What follows belongs to an exercise in optimizing a design on an open flow for small area; a production flow would make more cautious choices. In this exercise RTL edits were held to simulation tests only and were not proved equivalent to the original. The flow treats the clock pin as an ideal source, which a real chip does not have. Power is estimated from default activity; no workload was simulated.

--- flow/config.mk ---
export PLATFORM = sky130hd
export DESIGN_NAME = regfile_sb
export DESIGN_NICKNAME = regfile_sb
export VERILOG_FILES = /design/flow/design.v
export SDC_FILE = /design/flow/constraint.sdc
export NUM_CORES = 4
export LEC_CHECK = 0
export CAP_MARGIN = 20
export CORE_MARGIN = 2
export CORE_UTILIZATION = 40
export SLEW_MARGIN = 20
export SYNTH_HIERARCHICAL = 1
--- flow/constraint.sdc ---
create_clock -name core_clock -period 7.0 [get_ports {clk}]
set_input_delay 1.4000 -clock core_clock [delete_from_list [all_inputs] [get_ports {clk}]]
set_output_delay 1.4000 -clock core_clock [all_outputs]
set_load 0.01 [all_outputs]
--- flow/design.v ---
package regfile_pkg;
  localparam int unsigned DEF_DATA_W = 32;
  localparam int unsigned DEF_ADDR_W = 5;
  typedef logic [DEF_ADDR_W-1:0] reg_addr_t;
  typedef logic [DEF_DATA_W-1:0] reg_data_t;
  localparam reg_addr_t REG_ZERO = '0;
endpackage
module regfile_aoi3 (
  input  logic [2:0] s,
  input  logic [2:0] d,
  output logic       y_n
);
  assign y_n = !(|(s & d));
endmodule
module regfile_rdport
#(
  parameter int unsigned DATA_W = regfile_pkg::DEF_DATA_W,
  parameter int unsigned ADDR_W = regfile_pkg::DEF_ADDR_W
) (
  input  logic [(2**ADDR_W)-1:1][DATA_W-1:0] mem,
  input  logic [(2**ADDR_W)-1:1]             busy,
  input  logic [(2**ADDR_W)-1:1]             sel,
  output logic [DATA_W-1:0]                  rdata,
  output logic                               rbusy
);
  localparam int unsigned NREG = 2**ADDR_W - 1;
  localparam int unsigned NGRP = NREG / 3;
  logic [DATA_W:0][NREG-1:0] col;
  logic [NREG-1:0]           selX;
  logic [DATA_W:0]           out;
  always_comb begin
    for (int r = 1; r <= NREG; r++) begin
      selX[r-1] = sel[r];
      for (int b = 0; b < DATA_W; b++) col[b][r-1] = mem[r][b];
      col[DATA_W][r-1] = busy[r];
    end
  end
  for (genvar b = 0; b <= DATA_W; b++) begin : g_bit
    logic [NGRP-1:0] grp_n;
    logic            rest;
    for (genvar g = 0; g < NGRP; g++) begin : g_grp
      regfile_aoi3 u_aoi (
        .s   (selX[3*g +: 3]),
        .d   (col[b][3*g +: 3]),
        .y_n (grp_n[g])
      );
    end
    always_comb begin
      rest = 1'b0;
      for (int r = 3*NGRP; r < NREG; r++) rest = rest | (selX[r] & col[b][r]);
    end
    assign out[b] = !(&grp_n) || rest;
  end
  assign rdata = out[DATA_W-1:0];
  assign rbusy = out[DATA_W];
endmodule
module regfile_row
#(
  parameter int unsigned DATA_W = regfile_pkg::DEF_DATA_W
) (
  input  logic              clk,
  input  logic              load,
  input  logic              hold,
  input  logic [DATA_W-1:0] d,
  output logic [DATA_W-1:0] q
);
  always_ff @(posedge clk) begin
    q <= ({DATA_W{load}} & d) | ({DATA_W{hold}} & q);
  end
endmodule
module regfile_sb
#(
  parameter int unsigned DATA_W = regfile_pkg::DEF_DATA_W,
  parameter int unsigned ADDR_W = regfile_pkg::DEF_ADDR_W,
  parameter int unsigned NUM_RD = 2,
  parameter int unsigned CNT_W  = ADDR_W + 1
) (
  input  logic                     clk,
  input  logic                     rst,
  input  logic                     we,
  input  logic [ADDR_W-1:0]        waddr,
  input  logic [DATA_W-1:0]        wdata,
  input  logic [NUM_RD*ADDR_W-1:0] raddr,
  output logic [NUM_RD*DATA_W-1:0] rdata,
  output logic [NUM_RD-1:0]        rbusy,
  input  logic                     issue_valid,
  input  logic [ADDR_W-1:0]        issue_dst,
  input  logic                     flush,
  output logic [CNT_W-1:0]         pend_cnt,
  output logic                     any_busy
);
  localparam int unsigned DEPTH = 2**ADDR_W;
  logic [DEPTH-1:1][DATA_W-1:0] memQ;
  logic [DEPTH-1:1]             busyQ, busyD;
  logic [DEPTH-1:1]             wrSel, isSel;
  logic [CNT_W-1:0]             cntQ, cntD;
  logic                         inc, dec;
  for (genvar r = 1; r < DEPTH; r++) begin : g_row
    assign wrSel[r] = we && (waddr == ADDR_W'(r));
    assign isSel[r] = issue_valid && (issue_dst == ADDR_W'(r));
    regfile_row #(.DATA_W(DATA_W)) u_row (
      .clk  (clk),
      .load (!rst && wrSel[r]),
      .hold (!rst && !wrSel[r]),
      .d    (wdata),
      .q    (memQ[r])
    );
  end
  always_comb begin
    busyD = '0;
    inc   = 1'b0;
    dec   = 1'b0;
    for (int r = 1; r < DEPTH; r++) begin
      busyD[r] = !flush && (isSel[r] || (busyQ[r] && !wrSel[r]));
      inc = inc || (isSel[r] && !busyQ[r]);
      dec = dec || (wrSel[r] && busyQ[r] && !isSel[r]);
    end
    if (flush)    cntD = '0;
    else if (inc && !dec) cntD = cntQ + CNT_W'(1);
    else if (dec && !inc) cntD = cntQ - CNT_W'(1);
    else          cntD = cntQ;
  end
  always_ff @(posedge clk) begin
    if (rst) begin
      busyQ <= '0;
      cntQ  <= '0;
    end else begin
      busyQ <= busyD;
      cntQ  <= cntD;
    end
  end
  assign pend_cnt = cntQ;
  assign any_busy = (cntQ != '0);
  for (genvar i = 0; i < NUM_RD; i++) begin : g_rd
    logic [DEPTH-1:1] sel;
    for (genvar r = 1; r < DEPTH; r++) begin : g_sel
      assign sel[r] = (raddr[i*ADDR_W +: ADDR_W] == ADDR_W'(r));
    end
    regfile_rdport #(
      .DATA_W(DATA_W),
      .ADDR_W(ADDR_W)
    ) u_rdport (
      .mem    (memQ),
      .busy   (busyQ),
      .sel    (sel),
      .rdata  (rdata[i*DATA_W +: DATA_W]),
      .rbusy  (rbusy[i])
    );
  end
endmodule
--- flow/flow/run.sh ---
#!/bin/bash
# The standard layout, with three changes passed to ORFS through its own
# variables: the port buffers are the smallest buffer cell, clock tree
# synthesis uses larger sink clusters and inserts no dummy loads, and after
# global routing gates off the critical paths are downsized.
set -euo pipefail
export BUFFER_PORTS_ARGS="-buffer_cell sky130_fd_sc_hd__buf_1"
export CTS_ARGS="-sink_clustering_enable -repair_clock_nets -dont_use_dummy_load -sink_clustering_size 24 -sink_clustering_max_diameter 80"
export RECOVER_POWER=100
bash standard.sh > standard.log 2>&1
--- flow/standard.sh ---
#!/bin/bash
# synth_recipe.tcl (not shown) runs the flow's synth.tcl, then flattens the netlist and writes it again
# the make line also repeats each setting of config.mk as NAME=value (left out here)
make -C /OpenROAD-flow-scripts/flow DESIGN_CONFIG=/design/flow/config.mk WORK_HOME=/design/flow/orfs CLKGATE_MAP_FILE= SYNTH_SCRIPT=/design/flow/synth_recipe.tcl "${@:-finish}"
==> results of run 1 <==
==> cell families (layout without fill, tap and decap cells) <==
kind of cell / count (synthesis) / count (layout)
xor gates and xnor gates: 4 / 4
other: 0 / 2
muxes: 5 / 5
AOI/OAI and AO/OA: 1823 / 1823
DFF: 1029 / 1029
and+or+nand+nor: 522 / 522
adders and majority gates: 6 / 6
buffers and inverters: 252 / 353
==> metal layers <==
layer / share of wire / vias to the layer above / GRT usage / wire length (um)
li1: - / 16410 / - / -
met1: 0.38 / 20120 / 0.4702 / 74220
met2: 0.39 / 3919 / 0.4700 / 77200
met3: 0.16 / 704 / 0.1104 / 32190
met4: 0.064 / 8 / 0.1849 / 12640
met5: 0.00024 / - / 0.003043 / 48
==> Yosys stat by module, one instance, submodules excluded, a selection <==
module        cells inside  flops+latches  copies in the design  cell area (um2)
regfile_aoi3             1              0                   660            10.01
regfile_sb             539             37                     1             3468
==> sequential cells by signal, indices dropped and copies added (netlist names) <==
signal         cells
busyQ             31
cntQ               6
g_row.u_row.q    992
==> synthesized netlist by cell type (10+ instances only) <==
library cell / number / area share
a31oi_1: 16 / 0.0023
nand2b_1: 15 / 0.0022
a22oi_1: 16 / 0.0028
clkbuf_1: 27 / 0.0024
a22o_2: 62 / 0.015
nand3b_1: 10 / 0.0018
a22o_1: 931 / 0.19
nand2_1: 137 / 0.012
a2111o_1: 66 / 0.017
a211oi_1: 11 / 0.0019
buf_6: 198 / 0.052
a21oi_1: 35 / 0.0041
nor3_1: 22 / 0.0026
nor2_1: 134 / 0.012
a222oi_1: 660 / 0.15
nand3_1: 17 / 0.0020
nand4_1: 143 / 0.021
dfxtp_1: 1029 / 0.48
buf_2: 15 / 0.0018
==> worst max-delay path by stage <==
| stage | to | slack [ps] | depth (start not counted) |
|---|---|---|---|
| 2_1_floorplan | rdata[0] | 1490 | 6 |
| 3_3_place_gp | rdata[41] | 1080 | 8 |
| 3_5_place_dp | rdata[41] | 1040 | 8 |
| 4_1_cts | rdata[41] | 1020 | 8 |
| 5_1_grt | rdata[45] | 400 | 8 |
| 6_report | rdata[45] | 310 | 8 |
==> critical path: cells and delay by family <==
kind	cells	cell delay [ps]
and+or+nand+nor	3	2180
AOI/OAI and AO/OA	2	320
buffers and inverters	3	1340
==> metrics by stage <==
stage	power (uW)	hold WS, ps	utilization	instance area (um2)	std cells
floorplan	6396	459.7	-	42700	3641
global placement	6748	472.7	0.4231	44660	5072
detailed placement	6753	476.7	0.4245	44810	5078
CTS	9886	502.5	0.4366	46090	5129
global route	10120	514.9	0.4352	45940	5134
finish	9913	503.4	0.4352	45940	5135
==> power breakdown <==
group / internal, uW / leakage, uW / switching [uW]
clock network: 1300 / 0.000628 / 1950
registers: 5900 / 0.00829 / 41.3
logic: 139 / 0.00730 / 581
total: 7340 / 0.0162 / 2580
==> cell type report <==
type,count,share of cell area
Sequential cell,1029,0.4484
Multi-Input combinational cell,2360,0.4468
Timing Repair Buffer,295,0.03846
Tap cell,1391,0.03788
Clock buffer,51,0.02778
Inverter,7,0.0005719
Antenna cell,2,0.0001089
==> impl_results.md, run 1 <==
* IO Pins at 130
* XOR/XNOR Fraction of Synth Area at 0.0008204
* Startpoint Class: primary input
* Root Buffer: clkbuf_16
* DRT Pass-1 Iters at 14
* Setup TNS at 0 ps
* Crit-path cells: buf_1 -> nand2_1 -> nor2_2 -> buf_4 -> a222oi_1 -> nand4_1 -> a2111o_1 -> buf_1
* Power per cell area at between 200 and 250 nW/um2
* Clock sinks at 1,029
* Synth Flop Type: dfxtp_1
* SO Viols: capacitance limit, slew limit
* Setup crit end kind: primary output
* CTS tree: built
* H-tree Lvls at 2
* Warnings from Yosys at 9
* Main combinational cell family by area after synthesis: compound AO/OA/AOI/OAI gates
* Outcome: failed layout checks
* Most used cell, CP: buf_1
* Via count at 41,160
* Post-synth ARST share at 0
* Max Clock Skew at 43.47 ps
* Clock Pin Slew Worst Setup and Hold Paths at about 100 ps
* Adder-cell share of the synthesized area at 0.001934
* Critical path fanouts, max at 19
* Post-CTS setup buffer count at 0
* Worst r2r path cells at 13
* Area of the multi-input gates at 20,530 um2
* DRC at 0
* Total die area at 109,400 um2
* Post-synth EDFFs at 0
* CTS Buffer Depth at 3
* Antenna viol nets, final at 0
* Hold Path Class: reg2reg
* Netlist cell types at 66
* Final Hold Viols at 0
* Final worst slack at between 300 and 400 ps
* Hold Startpoint: g_row[5].u_row.q[4]$_DFF_P_
* Setup CP Type: in2out
* Syn Inst Count at 3,641
* Routed len/inst at 38.23 um
* Reg2reg setup slack at about 3500 ps
* Number of port buffers at between 100 and 150
* Mux contribution to synthesized area at 0.001201
* Die Wd at 330.7 um
* VDD IR max at 0.1645 mV
* Synth Net Count at about 3,700
* Seq/Total Area, Yosys at 0.4824
* Commonest non-fill, non-tap cell in the layout: dfxtp_1
* Initial Util at 0.4045
* Slew margin rel. at -1.466
* Largest net degree at the start of global routing at 38
* Worst skew pair latency at 640 ps
* Synth Area in Simple Gates at 0.06221
* CTS Buf Count at between 50 and 60
* Reg area at ~20,000 um2
* Reg-to-reg endpoint: cntQ[5]$_SDFFE_PP0P_
* Fin. max-slew vios at 651
* Most frequent cells in the layout: dfxtp_1 (1,029), a22o_1 (931), a222oi_1 (660)
* Syn Std Cell Area at 42,700 um2
* Hold-fix buffers, CTS at 0
* Core ar. at 105,600 um2
* Compound-gate portion of the synthesized area at 0.3939
* Setup Viol. Count Final at 0
* FP Rows at approximately 120
* Layout fillers at slightly below 10,000
* Crit-path slowest cell: nor2_2
* Max incr delay on CP at around 1400 ps
* Worst EP arrival at around 5300 ps
* CP Data Required Time at 5600 ps
* CP startpoint: raddr[5]
* Routed Wire Length at roughly 200,000 um
* Synth-to-layout area growth at 7.586%
* WHS Path Cells at 1
* Die H at 330.7 um
* Yosys reg bits at 1,029
* P_leak at between 0.015 and 0.02 uW
* Total Nets Final at 3,807
* Fmax at 149.6 MHz
* First-pass GRT wire length at 278,300 um
* Initial antenna violation count at 11
* Slew @ Worst Pin at 3699 ps
* Routability cong. at slightly below 1
* Reg2reg start: busyQ[11]$_SDFF_PP0_
* Pre-CTS WS at approximately 1000 ps
* RSZ-0062 raised after global routing: false
* Mean Syn Cell Area at about 12 um2
* Part of the cycle the worst path needs at 0.9550
* Hold Path Sink: g_row[5].u_row.q[4]$_DFF_P_
* Vias in the first global route at 38,290
* DR vias/cell at between 8 and 9
* Drt initial violations at 9,851
* Post-CTS Resized at 0
* Global-route usage over all layers at 0.3420
* Period minus WS final at 6685 ps
* DPL Wire Length at approximately 110,000 um
* Max_cap viols at 24
* Share of post-route cells with drive strength above 1 at 0.1077
* Grt total ovfl at 0
==> run 2: changes to the inputs <==
==> flow/flow/run.sh (replaced) <==
#!/bin/bash
# The standard layout, with three changes passed to ORFS through its own
# variables: the port buffers are the smallest buffer cell; clock tree
# synthesis uses larger sink clusters and inserts no dummy loads; and after
# clock tree synthesis flow/downsize.tcl gives each combinational cell the
# smallest drive strength that keeps timing and the slew and capacitance
# limits.
set -euo pipefail
export BUFFER_PORTS_ARGS="-buffer_cell sky130_fd_sc_hd__buf_1"
export CTS_ARGS="-sink_clustering_enable -repair_clock_nets -dont_use_dummy_load -sink_clustering_size 24 -sink_clustering_max_diameter 80"
export POST_CTS_TCL="$PWD/flow/downsize.tcl"
bash standard.sh > standard.log 2>&1
==> flow/flow/downsize.tcl (new file) <==
# Area recovery: give each combinational cell the smallest drive strength of
# its own function that keeps setup slack above a margin and adds no max-slew
# or max-capacitance violation. Clock-tree cells and registers are left alone.
proc ds_area { m } { return [get_property [get_lib_cells $m] area] }
proc ds_ok { margin } {
  if { [sta::worst_slack_cmd max] < $margin } { return 0 }
  if { [sta::max_slew_violation_count] > 0 } { return 0 }
  if { [sta::max_capacitance_violation_count] > 0 } { return 0 }
  return 1
}
set ds_margin [expr 0.25e-9]
set ds_lib sky130_fd_sc_hd__
set ds_before 0.0
set ds_after 0.0
set ds_count 0
foreach inst [get_cells *] {
  set name [get_full_name $inst]
  set m [get_property $inst ref_name]
  if { ![regexp "^${ds_lib}(\[a-z0-9]+)_(\[0-9]+)\$" $m -> base size] } { continue }
  if { [regexp {^(df|edf|sdf|dl|clk|tap|fill|decap|conb|diode|lpflow)} $base] } { continue }
  if { [regexp {^clk} $name] } { continue }
  set cands {}
  foreach s {0 1 2 4 6 8 12 16} {
    if { $s >= $size } { break }
    set c ${ds_lib}${base}_$s
    if { [llength [get_lib_cells -quiet $c]] > 0 } { lappend cands $c }
  }
  if { [llength $cands] == 0 } { continue }
  set a0 [ds_area $m]
  foreach c $cands {
    replace_cell $name $c
    if { [ds_ok $ds_margin] } {
      set ds_before [expr $ds_before + $a0]
      set ds_after [expr $ds_after + [ds_area $c]]
      incr ds_count
      set m ""
      break
    }
  }
  if { $m ne "" } { replace_cell $name $m }
}
puts "downsize: $ds_count cells, area $ds_before -> $ds_after"
==> impl_results.md, run 2 <==
* Sw frac at 0.2590 (was 0.2600)
* Startpoint Class: primary input (unchanged)
* CTS tree: built (unchanged)
* Warnings from Yosys at 9 (unchanged)
* Routability cong. at 0.9912 (unchanged)
* Grt total ovfl at 0 (unchanged)
* Crit-path slowest cell: nor2_2 (unchanged)
* Sequential share of power at 0.602 (was 0.599)
* Global-route usage over all layers at 0.3418 (was 0.3420)
* Largest net degree at the start of global routing at 38 (unchanged)
* Area contributors post-synth: dfxtp_1 (48%), a22o_1 (19%), a222oi_1 (15%), buf_6 (5.2%), nand4_1 (2.1%) (unchanged)
* Clock Pin Slew Worst Setup and Hold Paths at 90 ps (was 100 ps)
* Slew @ Worst Pin at 1324 ps (was 3699 ps)
* VDD IR max at 0.1622 mV (was 0.1645 mV)
* Max reg flops at 992 (unchanged)
* Number of port buffers at 129 (unchanged)
* Synth-to-layout area growth at 5.755% (was 7.586%)
* Share of post-route cells with drive strength above 1 at 0.06337 (was 0.1077)
* Combinational power share at 0.069 (was 0.073)
* Max_cap viols at 0 (was 24)
* Total die area at 109,400 um2 (unchanged)
* FP Rows at 119 (unchanged)
* Core ar. at 105,600 um2 (unchanged)
* IO Pins at 130 (unchanged)
* Max incr delay on CP at 960 ps (was 1390 ps)
* CP top delay family: buffers and inverters (was simple AND/OR/NAND/NOR gates)
* Antenna viol nets, final at 0 (unchanged)
* Number of buffers and inverters on the critical path at 3 (unchanged)
* Reg2reg start: busyQ[11]$_SDFF_PP0_ (unchanged)
* Max Clock Skew at 38.96 ps (was 43.47 ps)
* Post-synth ARST share at 0 (unchanged)
* Setup Viol. Count Final at 0 (unchanged)
* Part of the cycle the worst path needs at 0.9786 (was 0.9550)
* Critical path fanouts, max at 17 (was 19)
* Util after Layout at 0.4278 (was 0.4352)
* P_sw at 2556 uW (was 2577 uW)
* Commonest non-fill, non-tap cell in the layout: dfxtp_1 (unchanged)
* Mean Syn Cell Area at 11.73 um2 (unchanged)
* P_leak at 0.01601 uW (was 0.01622 uW)
* Most used cell, CP: buf_1 (unchanged)
* Most frequent cells in the layout: dfxtp_1 (1,029), a22o_1 (993), a222oi_1 (660) (was dfxtp_1 (1,029), a22o_1 (931), a222oi_1 (660))
* Synth Net Count at 3,704 (unchanged)
* Power per cell area at 218.5 nW/um2 (was 215.8 nW/um2)
* Die Wd at 330.7 um (unchanged)
* Largest registers: g_row.u_row.q: 992 flops, busyQ: 31 flops, cntQ: 6 flops (unchanged)
* Via count at 41,280 (was 41,160)
* Fin. max-slew vios at 0 (was 651)
* Final Hold Viols at 0 (unchanged)
* Worst skew pair latency at 630 ps (was 640 ps)
* Routed Wire Length at 196,700 um (was 196,300 um)
* Post-synth top area cell: dfxtp_1 (unchanged)
* Pint at 7313 uW (was 7336 uW)
* DPL Wire Length at 113,800 um (unchanged)
* Seq/Total Area, Yosys at 0.4824 (unchanged)
* Setup CP Type: in2out (unchanged)
* CP startpoint: raddr[5] (unchanged)
* Worst EP arrival at 5450 ps (was 5290 ps)
* Initial Util at 0.4045 (unchanged)
* Initial antenna violation count at 10 (was 11)
* DR vias/cell at 8.016 (was 8.015)
* Drt initial violations at 10,170 (was 9,851)
* Routed len/inst at 38.20 um (was 38.23 um)
* Largest Register: g_row.u_row.q (unchanged)
* Area of the multi-input gates at 19,890 um2 (was 20,530 um2)
* Die H at 330.7 um (unchanged)
* Yosys reg bits at 1,029 (unchanged)
* Synth Flop Type: dfxtp_1 (unchanged)
* Slew margin rel. at 0.1172 (was -1.466)
* Period minus WS final at 6850 ps (was 6685 ps)
* Top post-synthesis cells by count: dfxtp_1 (1,029), a22o_1 (931), a222oi_1 (660) (unchanged)
* Top cell type's share of synthesized area at 0.4824 (unchanged)
* Hold Startpoint: g_row[17].u_row.q[29]$_DFF_P_ (was g_row[5].u_row.q[4]$_DFF_P_)
* RSZ-0062 raised after global routing: false (unchanged)
* CP Data Required Time at 5600 ps (about the same)
* Layout fillers at 10,080 (was 9,886)
* Clock sinks at 1,029 (unchanged)
* Crit-path cells: buf_1 -> nand3b_1 -> nor2_2 -> buf_1 -> a222oi_1 -> nand4_1 -> a2111o_1 -> buf_1 (was buf_1 -> nand2_1 -> nor2_2 -> buf_4 -> a222oi_1 -> nand4_1 -> a2111o_1 -> buf_1)
* Setup TNS at 0 ps (unchanged)
* Count leader, synth: dfxtp_1 (unchanged)
* Hold Path Class: reg2reg (unchanged)
* Total Nets Final at 3,821 (was 3,807)
* Netlist cell types at 66 (unchanged)
* Vias in the first global route at 38,280 (was 38,290)
* Post-synth EDFFs at 0 (unchanged)
* DRC at 0 (unchanged)
* Outcome: timing/DRC/antenna clean (was failed layout checks)
* First-pass GRT wire length at 278,300 um (about the same)
* Fmax at 146.0 MHz (was 149.6 MHz)
* DRT Pass-1 Iters at 15 (was 14)
* Syn Inst Count at 3,641 (unchanged)
* Setup crit end kind: primary output (unchanged)
* Reg area at 20,600 um2 (unchanged)
* Syn Std Cell Area at 42,700 um2 (unchanged)
* Clk pwr share at 0.329 (was 0.328)
[run 2: changes by cell type in the layout (fill, tap and decap cells not counted), sizes merged]
cell / delta
buf: +30
clkbuf: -16
diode: +1
[run 2: through the flow]
step / std cells / hold slack [ps] / cell area (um2) / power [uW] / worst slack [ps]
after floorplan: 3641 / 459.7 / 42700 / 6396 / 1486
after global placement: 5072 / 472.7 / 44660 / 6748 / 1081
after detailed placement: 5078 / 476.7 / 44810 / 6753 / 1039
after global routing: 5148 / 514.9 / 45150 / 10080 / 157.5
final: 5150 / 502.2 / 45160 / 9869 / 150.1
[run 2: metal layers]
layer	wire, um	GRT usage	vias up
met5	162	0.003043	-
met4	12410	0.1844	10
met3	31880	0.1097	675
met2	77660	0.4710	3957
met1	74610	0.4695	20200
li1	-	-	16440
[run 2: logic make-up after synthesis]
logic type	after synthesis	share of synthesized area
compound gates	1823	0.3939
fa+ha+maj	6	0.001934
flops	1029	0.4824
mux	5	0.001201
simple gates	522	0.06221
buf+inv	252	0.05752
xor+xnor	4	0.0008206
[run 2: Yosys stat by module (local to each module, per instance), a selection]
module / copies in the design / flops+latches / cell area, um2
regfile_sb: 1 / 37 / 3468
regfile_aoi3: 660 / 0 / 10.01
[run 2: area by class of cell]
class | count | area share
diodes | 3 | 0.0001662
clock buffers | 51 | 0.02826
inverters | 7 | 0.0005818
multi-input cells | 2360 | 0.4405
flip-flops and latches | 1029 | 0.4562
well taps | 1391 | 0.03854
repair buffers | 309 | 0.03583
[run 2: final timing paths]
path                                        end  slack, ps  cells past startpoint
setup / recovery                      rdata[45]        150                      8
hold / removal    g_row[17].u_row.q[29]$_DFF_P_        500                      1
setup reg to reg           cntQ[5]$_SDFFE_PP0P_       3460                     13
hold reg to reg   g_row[17].u_row.q[29]$_DFF_P_        500                      1
[run 2: power by group through the flow]
| stage | clock (uW) | combinational [uW] | sequential, uW |
|---|---|---|---|
| after floorplan | 0 | 335 | 6060 |
| after global placement | 0 | 678 | 6070 |
| after detailed placement | 0 | 683 | 6070 |
| after global routing | 3450 | 684 | 5940 |
| final | 3250 | 681 | 5940 |
==> run 3: changes to the inputs <==
--- a/flow/flow/downsize.tcl
+++ b/flow/flow/downsize.tcl
@@ -9,5 +9,5 @@
   return 1
 }
-set ds_margin [expr 0.25e-9]
+set ds_margin [expr 0.5e-9]
 set ds_lib sky130_fd_sc_hd__
 set ds_before 0.0
==> impl_results.md, run 3 <==
* Placed insts at 5,078 (unchanged)
* Seq/Total Area, Yosys at 0.4824 (unchanged)
* Largest net degree at the start of global routing at 38 (unchanged)
* Layout fillers at 10,080 (unchanged)
* Warnings from Yosys at 9 (unchanged)
* Number of port buffers at 129 (unchanged)
* Hold Path Class: reg2reg (unchanged)
* Most frequent cells in the layout: dfxtp_1 (1,029), a22o_1 (993), a222oi_1 (660) (unchanged)
* Antenna viol nets, final at 0 (unchanged)
* Max Clock Skew at 38.96 ps (unchanged)
* Via count at 41,280 (unchanged)
* Critical path fanouts, max at 17 (unchanged)
* Synth Net Count at 3,704 (unchanged)
* Initial Util at 0.4045 (unchanged)
* Netlist cell types at 66 (unchanged)
* Routed Wire Length at 196,700 um (unchanged)
* Number of buffers and inverters on the critical path at 3 (unchanged)
* Synth-to-layout area growth at 5.755% (unchanged)
* Part of the cycle the worst path needs at 0.9786 (unchanged)
* Most used cell, CP: buf_1 (unchanged)
* Syn Inst Count at 3,641 (unchanged)
* Slew @ Worst Pin at 1324 ps (unchanged)
* Setup Viol. Count Final at 0 (unchanged)
* Yosys reg bits at 1,029 (unchanged)
* Clock Pin Slew Worst Setup and Hold Paths at 90 ps (about the same)
* Die H at 330.7 um (unchanged)
* Crit-path slowest cell: nor2_2 (unchanged)
* VDD IR max at 0.1622 mV (unchanged)
* Pre-CTS WS at 1039 ps (unchanged)
* RSZ-0062 raised after global routing: false (unchanged)
* Post-synth top area cell: dfxtp_1 (unchanged)
* Core ar. at 105,600 um2 (unchanged)
* Hold Startpoint: g_row[17].u_row.q[29]$_DFF_P_ (unchanged)
* DRT Pass-1 Iters at 15 (unchanged)
* Area contributors post-synth: dfxtp_1 (48%), a22o_1 (19%), a222oi_1 (15%), buf_6 (5.2%), nand4_1 (2.1%) (unchanged)
* Util after Layout at 0.4278 (unchanged)
* Routed len/inst at 38.20 um (unchanged)
* First-pass GRT wire length at 278,300 um (unchanged)
* DPL Wire Length at 113,800 um (unchanged)
* Area of the multi-input gates at 19,890 um2 (unchanged)
* Tot Pwr at 9869 uW (unchanged)
* Count leader, synth: dfxtp_1 (unchanged)
* Final Hold Viols at 0 (unchanged)
* Largest Register: g_row.u_row.q (unchanged)
* Reg area at 20,600 um2 (unchanged)
* Clock sinks at 1,029 (unchanged)
* Die Wd at 330.7 um (unchanged)
* DR vias/cell at 8.016 (unchanged)
* Fmax at 146.0 MHz (unchanged)
* Setup CP Type: in2out (unchanged)
* Post-synth EDFFs at 0 (unchanged)
* Slew margin rel. at 0.1172 (unchanged)
* Grt total ovfl at 0 (unchanged)
* Drt initial violations at 10,170 (unchanged)
* CP startpoint: raddr[5] (unchanged)
* CP Data Required Time at 5600 ps (about the same)
* Post-route insts no fill at 5,150 (unchanged)
* Commonest non-fill, non-tap cell in the layout: dfxtp_1 (unchanged)
* Share of post-route cells with drive strength above 1 at 0.06337 (unchanged)
* DRC at 0 (unchanged)
* P_leak at 0.01601 uW (unchanged)
* Worst EP arrival at 5450 ps (about the same)
* Total Nets Final at 3,821 (unchanged)
* Power per cell area at 218.5 nW/um2 (unchanged)
* Max_cap viols at 0 (unchanged)
* Vias in the first global route at 38,280 (unchanged)
* Outcome: timing/DRC/antenna clean (unchanged)
* Period minus WS final at 6850 ps (unchanged)
* Mean Syn Cell Area at 11.73 um2 (unchanged)
* FP Rows at 119 (unchanged)
* Initial antenna violation count at 10 (unchanged)
* Syn Std Cell Area at 42,700 um2 (unchanged)
* Max incr delay on CP at 960 ps (about the same)
* Total die area at 109,400 um2 (unchanged)
* CP top delay family: buffers and inverters (unchanged)
* CTS tree: built (unchanged)
* Max reg flops at 992 (unchanged)
* Routability cong. at 0.9912 (unchanged)
* Reg2reg setup slack at 3460 ps (about the same)
* Startpoint Class: primary input (unchanged)
* Setup crit end kind: primary output (unchanged)
* Fin. max-slew vios at 0 (unchanged)
* Reg2reg start: busyQ[11]$_SDFF_PP0_ (unchanged)
* Final worst slack at 150.1 ps (unchanged)
* Top post-synthesis cells by count: dfxtp_1 (1,029), a22o_1 (931), a222oi_1 (660) (unchanged)
* Crit-path cells: buf_1 -> nand3b_1 -> nor2_2 -> buf_1 -> a222oi_1 -> nand4_1 -> a2111o_1 -> buf_1 (unchanged)
* Top cell type's share of synthesized area at 0.4824 (unchanged)
* Setup TNS at 0 ps (unchanged)
* Worst skew pair latency at 630 ps (about the same)
* Largest registers: g_row.u_row.q: 992 flops, busyQ: 31 flops, cntQ: 6 flops (unchanged)
* Global-route usage over all layers at 0.3418 (unchanged)
* Synth Flop Type: dfxtp_1 (unchanged)
* IO Pins at 130 (unchanged)
* Post-synth ARST share at 0 (unchanged)
-- run 3: cell counts after synthesis --
No cell type changed its count.
-- run 3: layout make-up --
cell class,instances,share of cell area
Clock buffer,51,0.02826
Sequential cell,1029,0.4562
Multi-Input combinational cell,2360,0.4405
Tap cell,1391,0.03854
Inverter,7,0.0005818
Antenna cell,3,0.0001662
Timing Repair Buffer,309,0.03583
-- run 3: cell families after synthesis --
group,count (synthesis),synth area share
xor+xnor,4,0.0008206
fa+ha+maj,6,0.001934
simple gates,522,0.06221
buf+inv,252,0.05752
mux,5,0.001201
compound gates,1823,0.3939
flops,1029,0.4824
-- run 3: path summary, 6_finish.rpt --
kind | endpoint | cells past startpoint
setup / recovery | rdata[45] | 8
hold / removal | g_row[17].u_row.q[29]$_DFF_P_ | 1
hold reg to reg | g_row[17].u_row.q[29]$_DFF_P_ | 1
setup reg to reg | cntQ[5]$_SDFFE_PP0P_ | 13
-- run 3: worst reg2reg max path, delay by kind of cell (launching register included) --
family	cells	cell delay [ps]
DFF	1	450
AOI/OAI and AO/OA	7	1570
muxes	1	370
buffers and inverters	1	170
and+or+nand+nor	2	400
adders and majority gates	2	540
-- run 3: per-stage QoR --
step	hold slack, ps	instance area (um2)
after floorplan	459.7	42700
after global placement	472.7	44660
after detailed placement	476.7	44810
after global routing	514.9	45150
final	502.2	45160
-- run 3: per-layer routing --
| layer | track usage | wire [um] |
|---|---|---|
| met1 | 0.4695 | 74610 |
| met2 | 0.4710 | 77660 |
| met3 | 0.1097 | 31880 |
| met4 | 0.1844 | 12410 |
| met5 | 0.003043 | 162 |
-- run 3: modules after synthesis, one instance, submodules excluded, excerpt --
module        flops+latches  cells inside
regfile_sb               37           539
regfile_aoi3              0             1
-- run 3: power breakdown --
part	leakage, uW	switching [uW]	internal [uW]
clock network	0.000628	1950	1300
registers	0.00829	41.3	5900
logic	0.00709	565	116
==> run 4: changes to the inputs <==
--- a/flow/flow/run.sh
+++ b/flow/flow/run.sh
@@ -5,8 +5,10 @@
 # clock tree synthesis flow/downsize.tcl gives each combinational cell the
 # smallest drive strength that keeps timing and the slew and capacitance
-# limits.
+# limits, and after the repairs that follow global routing it does so again
+# on global-route parasitics (flow/grt_hook.tcl).
 set -euo pipefail
 export BUFFER_PORTS_ARGS="-buffer_cell sky130_fd_sc_hd__buf_1"
 export CTS_ARGS="-sink_clustering_enable -repair_clock_nets -dont_use_dummy_load -sink_clustering_size 24 -sink_clustering_max_diameter 80"
 export POST_CTS_TCL="$PWD/flow/downsize.tcl"
+export PRE_GLOBAL_ROUTE_TCL="$PWD/flow/grt_hook.tcl"
 bash standard.sh > standard.log 2>&1
--- a/flow/flow/downsize.tcl
+++ b/flow/flow/downsize.tcl
@@ -3,11 +3,20 @@
 # or max-capacitance violation. Clock-tree cells and registers are left alone.
 proc ds_area { m } { return [get_property [get_lib_cells $m] area] }
+if { ![info exists ds_slew_min] } { set ds_slew_min 0.0 }
+if { ![info exists ds_cap_min] } { set ds_cap_min 0.0 }
+if { ![info exists ds_margin] } { set ds_margin [expr 0.5e-9] }
+# Each bound is the given one or, where the design already falls short of
+# it, what the design has now: a change may not make any of them worse.
+set ds_margin [expr min($ds_margin, [sta::worst_slack_cmd max])]
+set ds_slew_min [expr min($ds_slew_min, [sta::max_slew_check_slack_limit])]
+set ds_cap_min [expr min($ds_cap_min, [sta::max_capacitance_check_slack_limit])]
 proc ds_ok { margin } {
   if { [sta::worst_slack_cmd max] < $margin } { return 0 }
   if { [sta::max_slew_violation_count] > 0 } { return 0 }
   if { [sta::max_capacitance_violation_count] > 0 } { return 0 }
+  if { [sta::max_slew_check_slack_limit] < $::ds_slew_min } { return 0 }
+  if { [sta::max_capacitance_check_slack_limit] < $::ds_cap_min } { return 0 }
   return 1
 }
-set ds_margin [expr 0.5e-9]
 set ds_lib sky130_fd_sc_hd__
 set ds_before 0.0
==> flow/flow/grt_hook.tcl (new file) <==
# Sourced before global routing. ORFS calls recover_power_helper between an
# incremental global-route start and end, after its repairs with global-route
# parasitics; in its place, downsize again on those parasitics, keeping 10%
# headroom on slew and capacitance, so the rerouted nets follow the new cells.
set ::grt_hook_dir [file dirname [file normalize [info script]]]
proc recover_power_helper { } {
  set ::ds_slew_min 0.1
  set ::ds_cap_min 0.1
  set ::ds_margin [expr 0.5e-9]
  uplevel #0 [list source [file join $::grt_hook_dir downsize.tcl]]
}
--- a/flow/config.mk
+++ b/flow/config.mk
@@ -9,4 +9,5 @@
 export CORE_MARGIN = 2
 export CORE_UTILIZATION = 40
+export SETUP_SLACK_MARGIN = 0.3
 export SLEW_MARGIN = 20
 export SYNTH_HIERARCHICAL = 1
==> impl_results.md, run 4 <==
* Routability cong. at 0.9912 (unchanged)
* Die Wd at 330.7 um (unchanged)
* Syn Inst Count at 3,641 (unchanged)
* Synth Net Count at 3,704 (unchanged)
* Synth Flop Type: dfxtp_1 (unchanged)
* Mean Syn Cell Area at 11.73 um2 (unchanged)
* IO Pins at 130 (unchanged)
* Top cell type's share of synthesized area at 0.4824 (unchanged)
* Outcome: did not finish (was timing/DRC/antenna clean)
* Die H at 330.7 um (unchanged)
* Count leader, synth: dfxtp_1 (unchanged)
* Post-synth top area cell: dfxtp_1 (unchanged)
* Netlist cell types at 66 (unchanged)
* Halt Stage: 4_1_cts
* Initial Util at 0.4045 (unchanged)
* Post-synth EDFFs at 0 (unchanged)
* Top post-synthesis cells by count: dfxtp_1 (1,029), a22o_1 (931), a222oi_1 (660) (unchanged)
* DPL Wire Length at 113,800 um (unchanged)
* Yosys reg bits at 1,029 (unchanged)
* FP Rows at 119 (unchanged)
* Clock sinks at 1,029 (unchanged)
* Seq/Total Area, Yosys at 0.4824 (unchanged)
* Syn Std Cell Area at 42,700 um2 (unchanged)
* Area contributors post-synth: dfxtp_1 (48%), a22o_1 (19%), a222oi_1 (15%), buf_6 (5.2%), nand4_1 (2.1%) (unchanged)
* Number of port buffers at 129 (unchanged)
* Tool error: Error: cts.tcl, 90 can't read "::ds_slew_min": no such variable
* Post-synth ARST share at 0 (unchanged)
* Warnings from Yosys at 9 (unchanged)
==> run 4: logic make-up after synthesis <==
kind of cell,share of synthesized area
AO/OA/AOI/OAI,0.3939
XOR/XNOR,0.0008206
adder cells (fa/ha/maj),0.001934
buffers and inverters,0.05752
flip-flops,0.4824
multiplexers,0.001201
AND/OR/NAND/NOR,0.06221
==> run 4: power groups by stage <==
stage / registers (uW) / clock network [uW] / logic [uW]
2_1_floorplan: 6060 / 0 / 335
3_5_place_dp: 6070 / 0 / 683
3_3_place_gp: 6070 / 0 / 678
==> run 4: worst min path at each step <==
stage / startpoint / slack, ps / to
3_5_place_dp: g_row[8].u_row.q[9]$_DFF_P_ / 480 / g_row[8].u_row.q[9]$_DFF_P_
2_1_floorplan: g_row[10].u_row.q[0]$_DFF_P_ / 460 / g_row[10].u_row.q[0]$_DFF_P_
3_3_place_gp: g_row[13].u_row.q[20]$_DFF_P_ / 470 / g_row[13].u_row.q[20]$_DFF_P_
==> run 4: modules after synthesis (local to each module, per instance), a selection <==
module | flops+latches | times used | cells
regfile_sb | 37 | 1 | 539
regfile_aoi3 | 0 | 660 | 1
==> run 4: metrics by stage <==
step                        util  worst slack, ps  instance area [um2]  power [uW]  std cells
after floorplan                -             1486                42700        6396       3641
after global placement    0.4231             1081                44660        6748       5072
after detailed placement  0.4245             1039                44810        6753       5078
==> run 5: changes to the inputs <==
--- a/flow/flow/run.sh
+++ b/flow/flow/run.sh
@@ -9,5 +9,5 @@
 set -euo pipefail
 export BUFFER_PORTS_ARGS="-buffer_cell sky130_fd_sc_hd__buf_1"
-export CTS_ARGS="-sink_clustering_enable -repair_clock_nets -dont_use_dummy_load -sink_clustering_size 24 -sink_clustering_max_diameter 80"
+export CTS_ARGS="-sink_clustering_enable -repair_clock_nets -dont_use_dummy_load -sink_clustering_size 28 -sink_clustering_max_diameter 85"
 export POST_CTS_TCL="$PWD/flow/downsize.tcl"
 export PRE_GLOBAL_ROUTE_TCL="$PWD/flow/grt_hook.tcl"
--- a/flow/flow/downsize.tcl
+++ b/flow/flow/downsize.tcl
@@ -3,12 +3,12 @@
 # or max-capacitance violation. Clock-tree cells and registers are left alone.
 proc ds_area { m } { return [get_property [get_lib_cells $m] area] }
-if { ![info exists ds_slew_min] } { set ds_slew_min 0.0 }
-if { ![info exists ds_cap_min] } { set ds_cap_min 0.0 }
-if { ![info exists ds_margin] } { set ds_margin [expr 0.5e-9] }
+if { ![info exists ::ds_slew_min] } { set ::ds_slew_min 0.0 }
+if { ![info exists ::ds_cap_min] } { set ::ds_cap_min 0.0 }
+if { ![info exists ::ds_margin] } { set ::ds_margin [expr 0.5e-9] }
 # Each bound is the given one or, where the design already falls short of
 # it, what the design has now: a change may not make any of them worse.
-set ds_margin [expr min($ds_margin, [sta::worst_slack_cmd max])]
-set ds_slew_min [expr min($ds_slew_min, [sta::max_slew_check_slack_limit])]
-set ds_cap_min [expr min($ds_cap_min, [sta::max_capacitance_check_slack_limit])]
+set ::ds_margin [expr min($::ds_margin, [sta::worst_slack_cmd max])]
+set ::ds_slew_min [expr min($::ds_slew_min, [sta::max_slew_check_slack_limit])]
+set ::ds_cap_min [expr min($::ds_cap_min, [sta::max_capacitance_check_slack_limit])]
 proc ds_ok { margin } {
   if { [sta::worst_slack_cmd max] < $margin } { return 0 }
@@ -39,5 +39,5 @@
   foreach c $cands {
     replace_cell $name $c
-    if { [ds_ok $ds_margin] } {
+    if { [ds_ok $::ds_margin] } {
       set ds_before [expr $ds_before + $a0]
       set ds_after [expr $ds_after + [ds_area $c]]
==> impl_results.md, run 5 <==
* Most used cell, CP: buf_1
* P_leak at 0.01585 uW
* Critical path fanouts, max at 18
* Vias in the first global route at 38,320
* Count leader, synth: dfxtp_1 (unchanged)
* Fin. max-slew vios at 0
* Worst EP arrival at 5400 ps
* Crit-path cells: buf_1 -> nand2_1 -> nor2_2 -> buf_1 -> a222oi_1 -> nand4_1 -> a2111o_1 -> buf_1
* Fmax at 147.0 MHz
* Syn Inst Count at 3,641 (unchanged)
* VDD IR max at between 0.15 and 0.2 mV
* Pint at slightly above 7000 uW
* DRT Pass-1 Iters at 14
* Initial antenna violation count at 8
* Combinational power share at 0.069
* Max reg flops at 992
* Drt initial violations at 10,000
* Syn Std Cell Area at 42,700 um2 (unchanged)
* Setup crit end kind: primary output
* Startpoint Class: primary input
* Clock Pin Slew Worst Setup and Hold Paths at about 90 ps
* Largest net degree at the start of global routing at 38
* Mean Syn Cell Area at 11.73 um2 (unchanged)
* DRC at 0
* Synth Flop Type: dfxtp_1 (unchanged)
* Die Wd at 330.7 um (unchanged)
* Clock sinks at 1,029 (unchanged)
* Die H at 330.7 um (unchanged)
* Share of post-route cells with drive strength above 1 at 0.05837
* Part of the cycle the worst path needs at 0.9716
* Total die area at 109,400 um2
* Top cell type's share of synthesized area at 0.4824 (unchanged)
* CP Data Required Time at about 5600 ps
* Synth-to-layout area growth at 4.562%
* Total Nets Final at ~3,800
* Worst r2r path cells at 13
* FP Rows at 119 (unchanged)
* Sequential share of power at 0.614
* Area contributors post-synth: dfxtp_1 (48%), a22o_1 (19%), a222oi_1 (15%), buf_6 (5.2%), nand4_1 (2.1%) (unchanged)
* Core ar. at 105,600 um2
* WHS Path Cells at 1
* Outcome: timing/DRC/antenna clean (was did not finish)
* Setup CP Type: in2out
* Post-synth top area cell: dfxtp_1 (unchanged)
* DR vias/cell at 8.002
* Grt total ovfl at 0
* First-pass GRT wire length at between 200,000 and 300,000 um
* Warnings from Yosys at 9 (unchanged)
* Commonest non-fill, non-tap cell in the layout: dfxtp_1
* Slew @ Worst Pin at around 1400 ps
* Yosys reg bits at 1,029 (unchanged)
* Routability cong. at 0.9912 (unchanged)
* Routed len/inst at 38.08 um
* Largest registers: g_row.u_row.q: 992 flops, busyQ: 31 flops, cntQ: 6 flops
* Setup TNS at 0 ps
* Crit-path slowest cell: nor2_2
* Period minus WS final at 6801 ps
* Slew margin rel. at 0.05997
* Final Hold Viols at 0
* Layout fillers at 10,140
* RSZ-0062 raised after global routing: false
* Clk pwr share at 0.316
* Initial Util at 0.4045 (unchanged)
* DPL Wire Length at 113,800 um (unchanged)
* Via count at 41,190
* Number of port buffers at 129 (unchanged)
* Max incr delay on CP at 1020 ps
* Post-synth EDFFs at 0 (unchanged)
* Power per cell area at 216.5 nW/um2
* Hold Path Class: reg2reg
* Netlist cell types at 66 (unchanged)
* Seq/Total Area, Yosys at 0.4824 (unchanged)
* IO Pins at 130 (unchanged)
* Sw frac at 0.2588
* Max Clock Skew at around 43 ps
* Setup Viol. Count Final at 0
* Tot Pwr at 9666 uW
* Global-route usage over all layers at 0.3407
* Worst skew pair latency at 620 ps
* P_sw at 2501 uW
* Top post-synthesis cells by count: dfxtp_1 (1,029), a22o_1 (931), a222oi_1 (660) (unchanged)
* Max_cap viols at 0
* Synth Net Count at 3,704 (unchanged)
* Largest Register: g_row.u_row.q
* Most frequent cells in the layout: dfxtp_1 (1,029), a22o_1 (993), a222oi_1 (660)
* Post-synth ARST share at 0 (unchanged)
* Routed Wire Length at 196,000 um
* Antenna viol nets, final at 0
* CTS tree: built
run 5: cell counts after synthesis:
Identical to the previous run, type by type.
run 5: through the flow:
step / hold WS, ps / util / instance area, um2 / std cells / setup slack [ps]
final: 504.0 / 0.4230 / 44650 / 5147 / 198.6
after global routing: 518.3 / 0.4229 / 44640 / 5144 / 246.8
after detailed placement: 476.7 / 0.4245 / 44810 / 5078 / 1039
after global placement: 472.7 / 0.4231 / 44660 / 5072 / 1081
after floorplan: 459.7 / - / 42700 / 3641 / 1486
run 5: layer usage:
layer,track usage,vias up,part of all wire
li1,-,16450,-
met1,0.4705,20110,0.38
met2,0.4716,3955,0.40
met3,0.1060,662,0.16
met4,0.1777,8,0.061
met5,0.005217,-,0.00027
run 5: modules after synthesis, one instance, submodules excluded, a selection:
module        cells inside  copies in the design  area (um2)
regfile_aoi3             1                   660       10.01
regfile_sb             539                     1        3468
run 5: cell type report:
cell class	count	area, um2	area share
Antenna cell	4	10.01	0.0002242
Clock buffer	45	1126	0.02522
Inverter	7	26.28	0.0005885
Multi-Input combinational cell	2360	19820	0.4439
Sequential cell	1029	20600	0.4614
Tap cell	1391	1740	0.03898
Timing Repair Buffer	311	1326	0.02970
run 5: power groups by stage:
| stage | Combinational [uW] | Clock [uW] | Sequential, uW |
|---|---|---|---|
| floorplan | 335 | 0 | 6060 |
| global placement | 678 | 0 | 6070 |
| detailed placement | 683 | 0 | 6070 |
| global route | 674 | 3240 | 5950 |
| finish | 669 | 3060 | 5940 |
run 5: path summary, 6_finish.rpt:
path	from	end	slack (ps)
max	raddr[5]	rdata[45]	200
min	g_row[11].u_row.q[9]$_DFF_P_	g_row[11].u_row.q[9]$_DFF_P_	500
max reg2reg	busyQ[18]$_SDFF_PP0_	cntQ[5]$_SDFFE_PP0P_	3530
min reg2reg	g_row[11].u_row.q[9]$_DFF_P_	g_row[11].u_row.q[9]$_DFF_P_	500
run 5: cell families (layout without fill, tap and decap cells):
group,after synthesis,after routing,share of synthesized area
other,0,4,0
buffers and inverters,252,363,0.05752
xor gates and xnor gates,4,4,0.0008206
DFF,1029,1029,0.4824
adders and majority gates,6,6,0.001934
and+or+nand+nor,522,522,0.06221
muxes,5,5,0.001201
AOI/OAI and AO/OA,1823,1823,0.3939
run 5: worst max-delay path, delay by kind of cell:
kind	cells	cell delay, ps
compound gates	2	430
buf+inv	3	1800
simple gates	3	1740
==> run 6: changes to the inputs <==
--- a/flow/flow/downsize.tcl
+++ b/flow/flow/downsize.tcl
@@ -27,6 +27,12 @@
   set m [get_property $inst ref_name]
   if { ![regexp "^${ds_lib}(\[a-z0-9]+)_(\[0-9]+)\$" $m -> base size] } { continue }
-  if { [regexp {^(df|edf|sdf|dl|clk|tap|fill|decap|conb|diode|lpflow)} $base] } { continue }
+  if { [regexp {^(df|edf|sdf|dl|tap|fill|decap|conb|diode|lpflow)} $base] } { continue }
+  # Clock-tree cells (CTS names them clkbuf_* and clkload*, and they drive
+  # the clock net) stay as CTS sized them.
   if { [regexp {^clk} $name] } { continue }
+  if { [regexp {^clk} $base] } {
+    set outs [get_nets -quiet -of_objects [get_pins -of_objects $inst -filter "direction==output"]]
+    if { [llength $outs] == 0 || [regexp {clk} [get_full_name [lindex $outs 0]]] } { continue }
+  }
   set cands {}
   foreach s {0 1 2 4 6 8 12 16} {
==> flow/flow/grt_hook.tcl (replaced) <==
# Sourced before global routing. ORFS calls recover_power_helper between an
# incremental global-route start and end, after its repairs with global-route
# parasitics; in its place, downsize again on those parasitics, keeping 5%
# headroom on slew and capacitance, so the rerouted nets follow the new cells.
set ::grt_hook_dir [file dirname [file normalize [info script]]]
proc recover_power_helper { } {
  set ::ds_slew_min 0.05
  set ::ds_cap_min 0.05
  set ::ds_margin [expr 0.5e-9]
  uplevel #0 [list source [file join $::grt_hook_dir downsize.tcl]]
}
==> impl_results.md, run 6 <==
* Count leader, synth: dfxtp_1 (unchanged)
* Power per cell area at 216.8 nW/um2 (was 216.5 nW/um2)
* Syn Std Cell Area at 42,700 um2 (unchanged)
* Slew @ Worst Pin at 2096 ps (was 1405 ps)
* Total die area at 109,400 um2 (unchanged)
* Mean Syn Cell Area at 11.73 um2 (unchanged)
* VDD IR max at 0.1686 mV (was 0.1683 mV)
* Critical path fanouts, max at 17 (was 18)
* Die H at 330.7 um (unchanged)
* Hold Path Sink: g_row[11].u_row.q[9]$_DFF_P_ (unchanged)
* Drt initial violations at 10,270 (was 10,000)
* CTS tree: built (unchanged)
* Routed len/inst at 38.11 um (was 38.08 um)
* Clock Pin Slew Worst Setup and Hold Paths at 90 ps (about the same)
* Post-synth top area cell: dfxtp_1 (unchanged)
* Layout fillers at 10,140 (about the same)
* Yosys reg bits at 1,029 (unchanged)
* CP startpoint: raddr[5] (unchanged)
* DRC at 0 (unchanged)
* Vias in the first global route at 38,320 (unchanged)
* Netlist cell types at 66 (unchanged)
* Routed Wire Length at 196,100 um (was 196,000 um)
* DR vias/cell at 7.997 (was 8.002)
* Syn Inst Count at 3,641 (unchanged)
* Initial antenna violation count at 8 (unchanged)
* Core ar. at 105,600 um2 (unchanged)
* Period minus WS final at 7074 ps (was 6801 ps)
* P_leak at 0.01581 uW (was 0.01585 uW)
* Worst skew pair latency at 620 ps (about the same)
* Reg area at 20,600 um2 (unchanged)
* SO Viols: capacitance limit, slew limit, setup timing
* Final worst slack at -74.44 ps (was 198.6 ps)
* Area contributors post-synth: dfxtp_1 (48%), a22o_1 (19%), a222oi_1 (15%), buf_6 (5.2%), nand4_1 (2.1%) (unchanged)
* Reg2reg start: busyQ[18]$_SDFF_PP0_ (unchanged)
* Max reg flops at 992 (unchanged)
* Die Wd at 330.7 um (unchanged)
* Post-route insts no fill at 5,146 (was 5,147)
* Seq/Total Area, Yosys at 0.4824 (unchanged)
* Hold Path Class: reg2reg (unchanged)
* Via count at 41,150 (was 41,190)
* Largest Register: g_row.u_row.q (unchanged)
* Reg-to-reg endpoint: cntQ[5]$_SDFFE_PP0P_ (unchanged)
* Worst EP arrival at 5670 ps (was 5400 ps)
* CP Data Required Time at 5600 ps (about the same)
* Post-synth ARST share at 0 (unchanged)
* Global-route usage over all layers at 0.3407 (unchanged)
* Total Nets Final at 3,817 (unchanged)
* Synth Net Count at 3,704 (unchanged)
* WHS Path Cells at 1 (unchanged)
* Setup CP Type: in2out (unchanged)
* Top post-synthesis cells by count: dfxtp_1 (1,029), a22o_1 (931), a222oi_1 (660) (unchanged)
* Commonest non-fill, non-tap cell in the layout: dfxtp_1 (unchanged)
* Largest registers: g_row.u_row.q: 992 flops, busyQ: 31 flops, cntQ: 6 flops (unchanged)
* Warnings from Yosys at 9 (unchanged)
* Outcome: failed layout checks (was timing/DRC/antenna clean)
* IO Pins at 130 (unchanged)
* Placed insts at 5,078 (unchanged)
* Post-synth EDFFs at 0 (unchanged)
* Startpoint Class: primary input (unchanged)
* Largest net degree at the start of global routing at 38 (unchanged)
* DRT Pass-1 Iters at 14 (unchanged)
* Area of the multi-input gates at 19,820 um2 (about the same)
* Fmax at 141.4 MHz (was 147.0 MHz)
* Synth-to-layout area growth at 4.507% (was 4.562%)
* Worst r2r path cells at 13 (unchanged)
* Reg2reg setup slack at 3510 ps (was 3530 ps)
* Grt total ovfl at 0 (unchanged)
* FP Rows at 119 (unchanged)
* DPL Wire Length at 113,800 um (unchanged)
* Synth Flop Type: dfxtp_1 (unchanged)
* Top cell type's share of synthesized area at 0.4824 (unchanged)
* Max_cap viols at 1 (was 0)
* Fin. max-slew vios at 38 (was 0)
* Tot Pwr at 9677 uW (was 9666 uW)
* Final Hold Viols at 0 (unchanged)
* Slew margin rel. at -0.3974 (was 0.05997)
* Initial Util at 0.4045 (unchanged)
* Most frequent cells in the layout: dfxtp_1 (1,029), a22o_1 (993), a222oi_1 (660) (unchanged)
* First-pass GRT wire length at 277,600 um (unchanged)
* Clock sinks at 1,029 (unchanged)
* Part of the cycle the worst path needs at 1.011 (was 0.9716)
* Number of port buffers at 129 (unchanged)
* Setup Viol. Count Final at 1 (was 0)
* Antenna viol nets, final at 0 (unchanged)
* Share of post-route cells with drive strength above 1 at 0.05544 (was 0.05837)
* Max Clock Skew at 44.86 ps (was 42.94 ps)
* Pre-CTS WS at 1039 ps (unchanged)
* Routability cong. at 0.9912 (unchanged)
* Hold Startpoint: g_row[11].u_row.q[9]$_DFF_P_ (unchanged)
* Setup crit end kind: primary output (unchanged)
[run 6: critical path, stage by stage]
cell,delay [ps]
buf_1,630
nand3b_1,370
nor2_2,1160
clkbuf_1,1050
a222oi_1,350
nand4_1,200
a2111o_1,290
buf_1,190
[run 6: stage by stage]
step | util | instance area (um2) | hold WS, ps | setup TNS, ps
finish | 0.4227 | 44630 | 505.3 | -74.44
global route | 0.4227 | 44620 | 518.3 | -21.29
detailed placement | 0.4245 | 44810 | 476.7 | 0
global placement | 0.4231 | 44660 | 472.7 | 0
floorplan | - | 42700 | 459.7 | 0
[run 6: layout make-up]
class,instances,area share
multi-input combinational,2360,0.4440
sequential,1029,0.4616
antenna,3,0.0001682
clock buffer,45,0.02523
tap,1391,0.03900
timing repair buffer,311,0.02936
inverter,7,0.0005888
[run 6: worst max-delay path by stage]
stage | end | slack (ps)
floorplan | rdata[0] | 1490
global placement | rdata[41] | 1080
detailed placement | rdata[41] | 1040
global route | rdata[32] | -20
finish | rdata[32] | -70
[run 6: cell families after synthesis]
kind of cell / Yosys count / synth area share
and+or+nand+nor: 522 / 0.06221
xor gates and xnor gates: 4 / 0.0008206
muxes: 5 / 0.001201
adders and majority gates: 6 / 0.001934
DFF: 1029 / 0.4824
AOI/OAI and AO/OA: 1823 / 0.3939
buffers and inverters: 252 / 0.05752
[run 6: power breakdown]
group,total [uW],switching [uW],internal (uW)
logic,669,560,109
registers,5940,41.2,5900
clock network,3070,1910,1160
[run 6: modules after synthesis (local to each module, per instance), a selection]
| module | cells inside | cell area [um2] | flops+latches | copies in the design |
|---|---|---|---|---|
| regfile_sb | 539 | 3468 | 37 | 1 |
| regfile_aoi3 | 1 | 10.01 | 0 | 660 |
[run 6: layer usage]
metal  wire length [um]  global-route usage  vias to the layer above
met5                 50            0.005217                        -
met2              77780              0.4716                     3846
li1                   -                   -                    16420
met3              30750              0.1060                      690
met1              75300              0.4705                    20190
met4              12240              0.1777                        8

==> what the ideal ports hide <==
The results above use ideal ports. As a check the final layouts listed here were re-extracted and re-timed, cells and wires unchanged.
Step 1: set_driving_cell puts a clkbuf_16 on clk and a buf_2 on each other input, an assumption about the parent block.
Step 2 moves the port delays by t, midway between the first and last clock arrival at a register: inputs arrive t later, outputs are due t later. That takes back most of the time a late clock gives input paths.
a / b / c = no drivers / after step 1 / after step 2; a / b = the first two.
run	t, ns	setup WS [ns]	hold slack, ns
run 1	0.710	0.315 / 0.278 / -0.054	0.503 / 0.503 / 0.503
run 2	0.713	0.150 / 0.113 / 0.113	0.502 / 0.502 / 0.502
run 3	0.713	0.150 / 0.113 / 0.113	0.502 / 0.502 / 0.502
run 5	0.691	0.199 / 0.162 / 0.162	0.504 / 0.504 / 0.504
run 6	0.693	-0.074 / -0.111 / -0.111	0.505 / 0.505 / 0.505
For run 1, which loses most, drivers alone change the setup slack by -0.037 ns; drivers and shift together by -0.369 ns.
